This is an optimization exercise on Yosys and OpenROAD, whose aim is small area and a short achievable clock period, not a production implementation. At most, simulation tests tie the RTL to the original design; equivalence was not proved.

## lagoon
Design mecanum_wheel_mixer_top, start of the top module:
module mecanum_wheel_mixer_top (
  input  logic                    clk_i,
  input  logic                    rst_ni,
  input  logic                    start,
  output logic                    busy,
  input  logic signed [CMD_W-1:0] strafe_cmd_i,
  input  logic signed [CMD_W-1:0] forward_cmd_i,
  input  logic signed [CMD_W-1:0] rotate_cmd_i,
  output logic                    done_o,
  output logic signed [OUT_W-1:0] front_left_power_o,
  output logic signed [OUT_W-1:0] front_right_power_o,
  output logic signed [OUT_W-1:0] back_left_power_o,
  output logic signed [OUT_W-1:0] back_right_power_o,
  input  logic                    psel,
  input  logic                    penable,
  input  logic                    pwrite,
  input  logic [APB_AW-1:0]       paddr,
  input  logic [APB_DW-1:0]       pwdata,
  output logic [APB_DW-1:0]       prdata,
  output logic                    pready
);
  localparam int             NSTEP = QW / 2;
  localparam logic [NSTEP-2:0] CUT  = 3'b111;
  localparam int             CUTN  = 1;
  localparam logic [NSTEP-1:0] FAST = 4'b0111;
  localparam int             NV    = 5 + CUTN + int'(CUT[0]) + int'(CUT[1]) + int'(CUT[2]);
  logic            busy_q;
  logic [MP_W-1:0] min_power;
  logic [NV-1:0]   v_q;
  always_ff @(posedge clk_i or negedge rst_ni) begin
  ...
==> flow/config.mk <==
export PLATFORM = sky130hd
export DESIGN_NAME = mecanum_wheel_mixer_top
export DESIGN_NICKNAME = mecanum_wheel_mixer_top
export VERILOG_FILES = /design/flow/design.v
export SDC_FILE = /design/flow/constraint.sdc
export NUM_CORES = 4
export LEC_CHECK = 0
export CAP_MARGIN = 20
export CORE_MARGIN = 2
export CORE_UTILIZATION = 60
export PLACE_DENSITY = 0.75
export SETUP_SLACK_MARGIN = 4.8
export SLEW_MARGIN = 20
==> flow/constraint.sdc <==
create_clock -name core_clock -period 8.5 [get_ports {clk_i}]
set_input_delay 1.7000 -clock core_clock [delete_from_list [all_inputs] [get_ports {clk_i}]]
set_output_delay 1.7000 -clock core_clock [all_outputs]
set_load 0.01 [all_outputs]
run.sh (not shown) runs the stock make flow with config.mk's settings and CLKGATE_MAP_FILE= SYNTH_SCRIPT=/design/flow/synth_recipe.tcl, a recipe that flattens the netlist after the stock synthesis.
lagoon went all the way through the flow, and no timing, DRC or antenna check failed.
#### Input delta (indigo over lagoon)
Settings: SETUP_SLACK_MARGIN now 4.65, was 4.8; PLACE_DENSITY now 0.85, was 0.75; CORE_UTILIZATION now 70, was 60.
--- outcome ---
Met2 routed wirelength: indigo and lagoon compared, higher one is indigo. Comparing indigo against lagoon, there is no change at all in post-synthesis cell type count. Diff lagoon..indigo | I/O pin total | unchanged. Compared with lagoon, in indigo cell area after layout went down by 1000 sq um. indigo ended with every stage complete and zero timing, DRC or antenna violations.
Inputs modified between indigo and ember:
Settings: CAP_MARGIN now 5, was 20; SLEW_MARGIN now 5, was 20; PLACE_DENSITY now 0.75, was 0.85; CORE_UTILIZATION now 60, was 70.
The design area was comparable across indigo and ember.
Summary of ember over indigo: slew at the pin with the worst max-slew slack climbed 0.21 ns, largest net degree at the start of global routing saw a decrease, estimated wirelength of the detail-placed design shows an increase of 610 microns, clock period minus final worst setup slack shrank by 0.40 ns.
Relative to indigo, global-route usage has decreased by 5.8 points in ember.
Delta (ember minus indigo): final worst hold slack rose 0.0073 ns; proportion of cell area occupied by multi-input gates went down 0.26 points.

* * *

job 104:
mecanum_wheel_mixer_top, a different RTL version from the one above (not shown whole).
Size: roughly 140 I/O pins, roughly 45000 um2 of cells after synthesis.
clock: 8.5 ns
lec_check: 0
cap_margin: 20
core_margin: 2
core_utilization: 40
setup_slack_margin: 4.6
slew_margin: 20
Inputs modified between job 104 and job 101:
- changing SETUP_SLACK_MARGIN from 4.6 to 4.8
--- outcome ---
Per the comparison of job 101 with job 104, multi-input gate area in the final layout rose 250 um2, data arrival time at the worst-slack endpoint fell 0.03 ns, minimum setup slack after placement fell 0.028 ns, data required time at the worst endpoint about even.
Job 101 vs job 104, instance count: job 101 higher
Final hold slack down 0.0042 ns in job 101 wrt job 104
The run with more setup slack is job 101; job 104 has less.
No run of this note included a check of the RTL's function; only the layout flow was run.

[afterwards: timing with drivers on the ports]
The results above use ideal ports. As a check the final layouts listed here were re-extracted and re-timed, cells and wires unchanged. Step 1 (the two cells are an assumption about what drives the block):
set clk [get_ports {clk_i}]
set_driving_cell -lib_cell sky130_fd_sc_hd__clkbuf_16 $clk
set_driving_cell -lib_cell sky130_fd_sc_hd__buf_2 [delete_from_list [all_inputs] $clk]
Step 2 times the ports against the registers' clock, not the clock port: input delays grow and output delays shrink by t, the midpoint of the rising clock arrivals with the driver on. Slacks: ideal ports / drivers / drivers and shift; pairs: ideal ports / drivers.
run | shift t [ns] | setup slack, ns | worst setup path at the end | worst slew at a driven data input, ns
lagoon | 0.707 | 4.721 / 4.654 / 4.273 | input to register | 0.12
indigo | 0.699 | 4.293 / 4.293 / 4.129 | input to register | 0.07
ember | 0.695 | 4.692 / 4.672 / 4.174 | input to register | 0.06
job 104 | 0.694 | 4.631 / 4.591 / 4.058 | input to register | 0.04
job 101 | 0.693 | 4.660 / 4.570 / 4.329 | input to register | 0.13
After both steps setup and hold are still met in every run listed. For job 104, which loses most, drivers alone change the setup slack by -0.040 ns; drivers and shift together by -0.573 ns.
